This design comes from an exercise in tuning for small area, a short achievable clock period and few clock cycles per item on the open sky130 flow, not from production work.
In this exercise RTL edits were held to simulation tests only and were not proved equivalent to the original.
Power is estimated from default activity; no workload was simulated.

==> flow/design.v (excerpt) <==
module point_in_polygon_crossing_test #(
    parameter int COORD_BITS  = pip_pkg::COORD_BITS_DEFAULT,
    parameter int QUEUE_DEPTH = pip_pkg::QUEUE_DEPTH_DEFAULT
) (
    input  logic                  i_clk,
    input  logic                  i_rst_n,
    input  logic                  i_cfg_we,
    input  logic                  i_cfg_idx,
    input  logic [COORD_BITS-1:0] i_cfg_data,
    input  logic                  i_valid,
    output logic                  o_ready,
    input  logic [COORD_BITS-1:0] i_vertex_x,
    input  logic [COORD_BITS-1:0] i_vertex_y,
    input  logic                  i_last_vertex,
    output logic                  o_valid,
    input  logic                  i_ready,
    output logic                  o_inside_res
);
export LEC_CHECK = 0
export ABC_AREA = 1
export CAP_MARGIN = 20
export CORE_MARGIN = 2
export CORE_UTILIZATION = 40
export SLEW_MARGIN = 20
export SETUP_SLACK_MARGIN = 5.9
create_clock -name core_clock -period 10.0 [get_ports {i_clk}]
standard.sh (not shown) runs the stock make flow with config.mk's settings and CLKGATE_MAP_FILE= SYNTH_SCRIPT=/design/flow/synth_recipe.tcl, a recipe that flattens the netlist after the stock synthesis.
==> flow/flow/run.sh <==
#!/bin/bash
set -e
CFG=${FLOW_CONFIG:-config.mk}
MARGIN=$(cat flow/margin.txt)
grep -v '^export SETUP_SLACK_MARGIN' "$CFG" > config.mk.new
echo "export SETUP_SLACK_MARGIN = ${MARGIN}" >> config.mk.new
cat config.mk.new > "$CFG"
bash standard.sh > standard.log 2>&1
==> flow/flow/margin.txt <==
5.9
Testbench counts at the start, summed over its fixed seeds: cycles 15,713, vertices 14,293.
==> next run, changes <==
--- a/flow/config.mk
+++ b/flow/config.mk
@@ -10,4 +10,5 @@
 export CORE_MARGIN = 2
 export CORE_UTILIZATION = 40
+export CTS_BUF_LIST = sky130_fd_sc_hd__clkbuf_4 sky130_fd_sc_hd__clkbuf_8
 export SLEW_MARGIN = 20
 export SETUP_SLACK_MARGIN = 5.9
What happened: The new run completed with no timing, DRC or antenna violations. Area after synthesis stays the same. Global-route usage is about the same. Clock skew rises by 5.8 ps. Total power falls by 1.7%. Core utilization falls by 0.18 points.
==> next run, changes <==
==> flow/run.sh (new file) <==
#!/bin/bash
# synth_recipe.tcl (not shown) runs the flow's synth.tcl, then flattens the netlist and writes it again
# the make line also repeats each setting of config.mk as NAME=value (left out here)
make -C /OpenROAD-flow-scripts/flow DESIGN_CONFIG=/design/flow/config.mk WORK_HOME=/design/flow/orfs CLKGATE_MAP_FILE= SYNTH_SCRIPT=/design/flow/synth_recipe.tcl finish
--- a/flow/config.mk
+++ b/flow/config.mk
@@ -10,5 +10,4 @@
 export CORE_MARGIN = 2
 export CORE_UTILIZATION = 40
-export CTS_BUF_LIST = sky130_fd_sc_hd__clkbuf_4 sky130_fd_sc_hd__clkbuf_8
+export SETUP_SLACK_MARGIN = 5
 export SLEW_MARGIN = 20
-export SETUP_SLACK_MARGIN = 5.9
removed: flow/flow/run.sh
removed: flow/flow/margin.txt
removed: flow/standard.sh
Clock power goes up by about 7%.
First-iteration DRC count goes up by 12%.
Maximum frequency goes down by 11%.
Via count goes down by 1.1%.
Wire length goes down by 1.2%.
Clock skew goes down by 12 ps.
Setup slack is worse by 520 ps.
Total power goes down by 4.9%.
Design area goes down by 3.5%.
Cell count goes down by 2.1%.
==> next run, changes <==
==> flow/flow/run.sh (new file) <==
#!/bin/bash
set -e
CFG=${FLOW_CONFIG:-config.mk}
MARGIN=$(cat flow/margin.txt)
grep -v '^export SETUP_SLACK_MARGIN' "$CFG" > config.mk.new
echo "export SETUP_SLACK_MARGIN = ${MARGIN}" >> config.mk.new
cat config.mk.new > "$CFG"
bash standard.sh > standard.log 2>&1
==> flow/flow/margin.txt (new file) <==
5.9
==> flow/standard.sh (new file) <==
#!/bin/bash
# synth_recipe.tcl (not shown) runs the flow's synth.tcl, then flattens the netlist and writes it again
# the make line also repeats each setting of config.mk as NAME=value (left out here)
make -C /OpenROAD-flow-scripts/flow DESIGN_CONFIG=/design/flow/config.mk WORK_HOME=/design/flow/orfs CLKGATE_MAP_FILE= SYNTH_SCRIPT=/design/flow/synth_recipe.tcl "${@:-finish}"
--- a/flow/config.mk
+++ b/flow/config.mk
@@ -9,5 +9,5 @@
 export CAP_MARGIN = 20
 export CORE_MARGIN = 2
-export CORE_UTILIZATION = 40
-export SETUP_SLACK_MARGIN = 5
+export CORE_UTILIZATION = 60
 export SLEW_MARGIN = 20
+export SETUP_SLACK_MARGIN = 5.9
removed: flow/run.sh
- synthesized area does not change
- via count went up by 3.9%
- synthesized cell count is unchanged
- non-clock buffer count went up by 51
- cell area went up by 3.5%
- clock-buffer cell count went down by 6
- final cell count went down by 5.3%
- wire length went up by 4.2%
- utilization went up by 26 points
- register-to-register slack gains 480 ps
- clock power went down by about 6%

---

point_in_polygon_crossing_test, a different RTL version from the one above (not shown whole).
Size: roughly 2000 cells after synthesis, roughly 350 flip-flops, roughly 58 I/O pins, ~22000 µm² of cells after synthesis.
export LEC_CHECK = 0
export CAP_MARGIN = 20
export CORE_MARGIN = 2
export CORE_UTILIZATION = 65
export SETUP_SLACK_MARGIN = 5
export SLEW_MARGIN = 20
create_clock -name core_clock -period 10.0 [get_ports {i_clk}]
run.sh (not shown) runs the stock make flow with config.mk's settings and CLKGATE_MAP_FILE= SYNTH_SCRIPT=/design/flow/synth_recipe.tcl, a recipe that flattens the netlist after the stock synthesis.
Stock flow here: none of the scripts above is used.
The first run finished clean.
Testbench counts at the start, summed over its fixed seeds: cycles 15,071, vertices 14,293.
Change:
- CORE_UTILIZATION: 65 -> 40
Result: The changed run completed with no timing, DRC or antenna violations. Routed wire length increases by 1.1%. Cell area increases by 1.1%. Register-to-register slack got worse by 120 ps. Fmax decreases by 0.90%. Power decreases by 0.58%. Synthesized area stays the same. Clock-buffer cell count decreases by 6.

---

Setup of run 1:
Another version of the RTL of point_in_polygon_crossing_test (not shown whole).
For scale: about 58 I/O pins, about 21000 µm² of cells after synthesis.
==> flow/config.mk <==
export PLATFORM = sky130hd
export DESIGN_NAME = point_in_polygon_crossing_test
export DESIGN_NICKNAME = point_in_polygon_crossing_test
export VERILOG_FILES = /design/flow/design.v
export SDC_FILE = /design/flow/constraint.sdc
export NUM_CORES = 4
export LEC_CHECK = 0
export ABC_AREA = 1
export CAP_MARGIN = 10
export CORE_MARGIN = 2
export CORE_UTILIZATION = 40
export SETUP_SLACK_MARGIN = 5
export SLEW_MARGIN = 10
==> flow/constraint.sdc <==
create_clock -name core_clock -period 10.0 [get_ports {i_clk}]
set_input_delay 2.0000 -clock core_clock [delete_from_list [all_inputs] [get_ports {i_clk}]]
set_output_delay 2.0000 -clock core_clock [all_outputs]
set_load 0.01 [all_outputs]
Testbench counts of run 1, summed over its fixed seeds: cycles 15,097, vertices 14,293.
[inputs] run 2 vs run 1
Settings: CTS_BUF_LIST newly set to sky130_fd_sc_hd__clkbuf_4 sky130_fd_sc_hd__clkbuf_8; CAP_MARGIN changed from 10 to 20; SLEW_MARGIN changed from 10 to 20.
### Flow results
- The flow did not stop early for run 2: all stages ran, and the layout cleared the timing, DRC and antenna checks.
- Against run 1 as the reference, run 2 delivers a higher clock tree buffer count of the final layout.
- Utilization run 1 -> run 2: up
- The setup slack of run 2 exceeds that of run 1 by 0.026 ns.
- On total design power, run 2 tracks run 1 almost exactly.
- From run 1 to run 2, number of antenna violations at the first check in global routing did not move at all.

---

point_in_polygon_crossing_test with an RTL version that a note above also has.
Size: about 2000 cells after synthesis, about 0.022 mm2 of cells after synthesis.
// point_in_polygon_crossing_test
module point_in_polygon_crossing_test #(
    parameter int COORD_BITS  = pip_pkg::COORD_BITS_DEFAULT,
    parameter int QUEUE_DEPTH = pip_pkg::QUEUE_DEPTH_DEFAULT
) (
    input  logic                  i_clk,
    input  logic                  i_rst_n,
    input  logic                  i_cfg_we,
    input  logic                  i_cfg_idx,
    input  logic [COORD_BITS-1:0] i_cfg_data,
    input  logic                  i_valid,
    output logic                  o_ready,
    input  logic [COORD_BITS-1:0] i_vertex_x,
    input  logic [COORD_BITS-1:0] i_vertex_y,
    input  logic                  i_last_vertex,
    output logic                  o_valid,
    input  logic                  i_ready,
    output logic                  o_inside_res
);
export LEC_CHECK = 0
export CAP_MARGIN = 20
export CORE_MARGIN = 2
export CORE_UTILIZATION = 40
export SLEW_MARGIN = 20
create_clock -name core_clock -period 10.0 [get_ports {i_clk}]
The baseline ran to the end with no violations.
Testbench counts at the start, summed over its fixed seeds: cycles 15,071, vertices 14,293.
Edit:
ABC_AREA = 1   (was unset)
SETUP_SLACK_MARGIN = 5   (was unset)
Effect: Area after synthesis goes down by 1.3%. First-iteration DRC count goes up by 27%. Worst hold slack hardly moves. Non-clock buffer count goes up by 2. Final cell count goes up by 17%.

---

Another version of the RTL of point_in_polygon_crossing_test (not shown whole).
Size in the first run: ~2200 cells after synthesis, roughly 350 flip-flops, about 58 I/O pins, ~23000 sq um of cells after synthesis.
make LEC_CHECK=0 CAP_MARGIN=20 CORE_MARGIN=2 CORE_UTILIZATION=40 SETUP_SLACK_MARGIN=3 SLEW_MARGIN=20 finish   # period 10.0 ns
The first run passed the timing, DRC and antenna checks.
Testbench counts at the start, summed over its fixed seeds: cycles 14,799, vertices 14,293.
==> next run, changes <==
--- a/flow/config.mk
+++ b/flow/config.mk
@@ -11 +10,0 @@
-export SETUP_SLACK_MARGIN = 3
Effect: Via count stays the same. Die area stays the same. Cell area does not change. Register-to-register slack stays flat. Cell count stays the same. Core utilization does not change. First-iteration DRC count is unchanged. Non-clock buffer count does not change. Clock power hardly moves.

---

RTL: one of the versions met above, not the one the previous note started from.
For scale: roughly 2300 cells after synthesis, roughly 310 flip-flops, roughly 58 I/O pins, roughly 20000 sq um of cells after synthesis.
clock: 10.0 ns
lec_check: 0
abc_area: 1
cap_margin: 20
core_margin: 2
core_utilization: 40
slew_margin: 20
setup_slack_margin: 5.6
standard.sh (not shown) runs the stock make flow with config.mk's settings and CLKGATE_MAP_FILE= SYNTH_SCRIPT=/design/flow/synth_recipe.tcl, a recipe that flattens the netlist after the stock synthesis.
==> flow/flow/run.sh <==
#!/bin/bash
set -e
CFG=${FLOW_CONFIG:-config.mk}
MARGIN=$(cat flow/margin.txt)
grep -v '^export SETUP_SLACK_MARGIN' "$CFG" > config.mk.new
echo "export SETUP_SLACK_MARGIN = ${MARGIN}" >> config.mk.new
cat config.mk.new > "$CFG"
bash standard.sh > standard.log 2>&1
==> flow/flow/margin.txt <==
5.6
The starting point ran to the end with no violations.
Testbench counts at the start, summed over its fixed seeds: cycles 15,713, vertices 14,293.
Next try:
==> flow/flow/margin.txt (replaced) <==
6.2
--- a/flow/config.mk
+++ b/flow/config.mk
@@ -13 +13 @@
-export SETUP_SLACK_MARGIN = 5.6
+export SETUP_SLACK_MARGIN = 6.2
What happened:
- The changed run went through all stages and came out clean
- hold slack improved by 6.8 ps
- synthesized area stays the same
- sequential power stays flat
- synthesized cell count is unchanged
- total power increases by 14%
- via count increases by 4.8%
- first-iteration DRC count increases by about 14%
- critical path depth increases by 2
Next try:
==> flow/run.sh (new file) <==
#!/bin/bash
# synth_recipe.tcl (not shown) runs the flow's synth.tcl, then flattens the netlist and writes it again
# the make line also repeats each setting of config.mk as NAME=value (left out here)
make -C /OpenROAD-flow-scripts/flow DESIGN_CONFIG=/design/flow/config.mk WORK_HOME=/design/flow/orfs CLKGATE_MAP_FILE= SYNTH_SCRIPT=/design/flow/synth_recipe.tcl finish
--- a/flow/config.mk
+++ b/flow/config.mk
@@ -11,0 +12,2 @@
+export CTS_BUF_LIST = sky130_fd_sc_hd__clkbuf_4 sky130_fd_sc_hd__clkbuf_8
+export SETUP_SLACK_MARGIN = 5
@@ -13 +14,0 @@
-export SETUP_SLACK_MARGIN = 6.2
removed: flow/flow/run.sh
removed: flow/flow/margin.txt
removed: flow/standard.sh
The new run went through all stages and came out clean.
Synthesized area does not change.
Routed wire length decreases by 6.4%.
Global-route usage decreases by 0.83 points.
Cell area decreases by 8.2%.
Cell count decreases by 1.9%.
Setup slack got worse by 490 ps.
Clock skew increases by 28 ps.
Maximum frequency decreases by 10%.
Via count decreases by 3.0%.
Total power decreases by 15%.
Flip-flop and latch count stays the same.

[static timing again, ports no longer ideal]
In the flow no input, the clock included, has a driving cell. The finished layouts below were timed again as built, in two steps. Step 1 (the two cells are an assumption about what drives the block):
set clk [get_ports {i_clk}]
set_driving_cell -lib_cell sky130_fd_sc_hd__clkbuf_16 $clk
set_driving_cell -lib_cell sky130_fd_sc_hd__buf_2 [delete_from_list [all_inputs] $clk]
Step 2 times the ports against the registers' clock, not the clock port: input delays grow and output delays shrink by t, the midpoint of the rising clock arrivals with the driver on. Slacks: no drivers / after step 1 / after step 2; pairs: no drivers / after step 1.
| run | shift t [ns] | slack for setup (ns) | latest minus earliest clock arrival (ns) | worst slew at a driven data input, ns |
|---|---|---|---|---|
| the first run of note 1 | 0.599 | 5.900 / 5.900 / 5.393 | 0.026 / 0.027 | 0.07 |
| the second run of note 1 | 0.676 | 5.903 / 5.903 / 5.311 | 0.031 / 0.030 | 0.07 |
| the third run of note 1 | 0.593 | 5.385 / 5.385 / 4.821 | 0.019 / 0.020 | 0.07 |
| the fourth run of note 1 | 0.571 | 5.868 / 5.868 / 5.426 | 0.024 / 0.024 | 0.05 |
| the first run of note 2 | 0.579 | 5.175 / 5.204 / 4.624 | 0.020 / 0.021 | 0.07 |
| the second run of note 2 | 0.600 | 5.131 / 5.131 / 4.634 | 0.024 / 0.024 | 0.08 |
| run 1 | 0.612 | 5.349 / 5.349 / 4.785 | 0.011 / 0.010 | 0.06 |
| run 2 | 0.710 | 5.375 / 5.375 / 4.791 | 0.030 / 0.030 | 0.07 |
| the first run of note 4 | 0.609 | 4.506 / 4.506 / 4.325 | 0.023 / 0.023 | 0.10 |
| the second run of note 4 | 0.606 | 5.283 / 5.283 / 4.755 | 0.020 / 0.020 | 0.07 |
| the first run of note 5 | 0.615 | 4.387 / 4.387 / 4.028 | 0.025 / 0.025 | 0.07 |
| the second run of note 5 | 0.615 | 4.387 / 4.387 / 4.028 | 0.025 / 0.025 | 0.07 |
| the first run of note 6 | 0.599 | 5.765 / 5.797 / 5.198 | 0.028 / 0.028 | 0.07 |
| the second run of note 6 | 0.592 | 5.843 / 5.843 / 5.761 | 0.016 / 0.016 | 0.06 |
| the third run of note 6 | 0.680 | 5.358 / 5.358 / 4.813 | 0.047 / 0.047 | 0.07 |
After both steps every run listed still meets setup and hold. For the second run of note 1, which loses most, drivers alone change the setup slack by 0.000 ns; drivers and shift together by -0.592 ns.
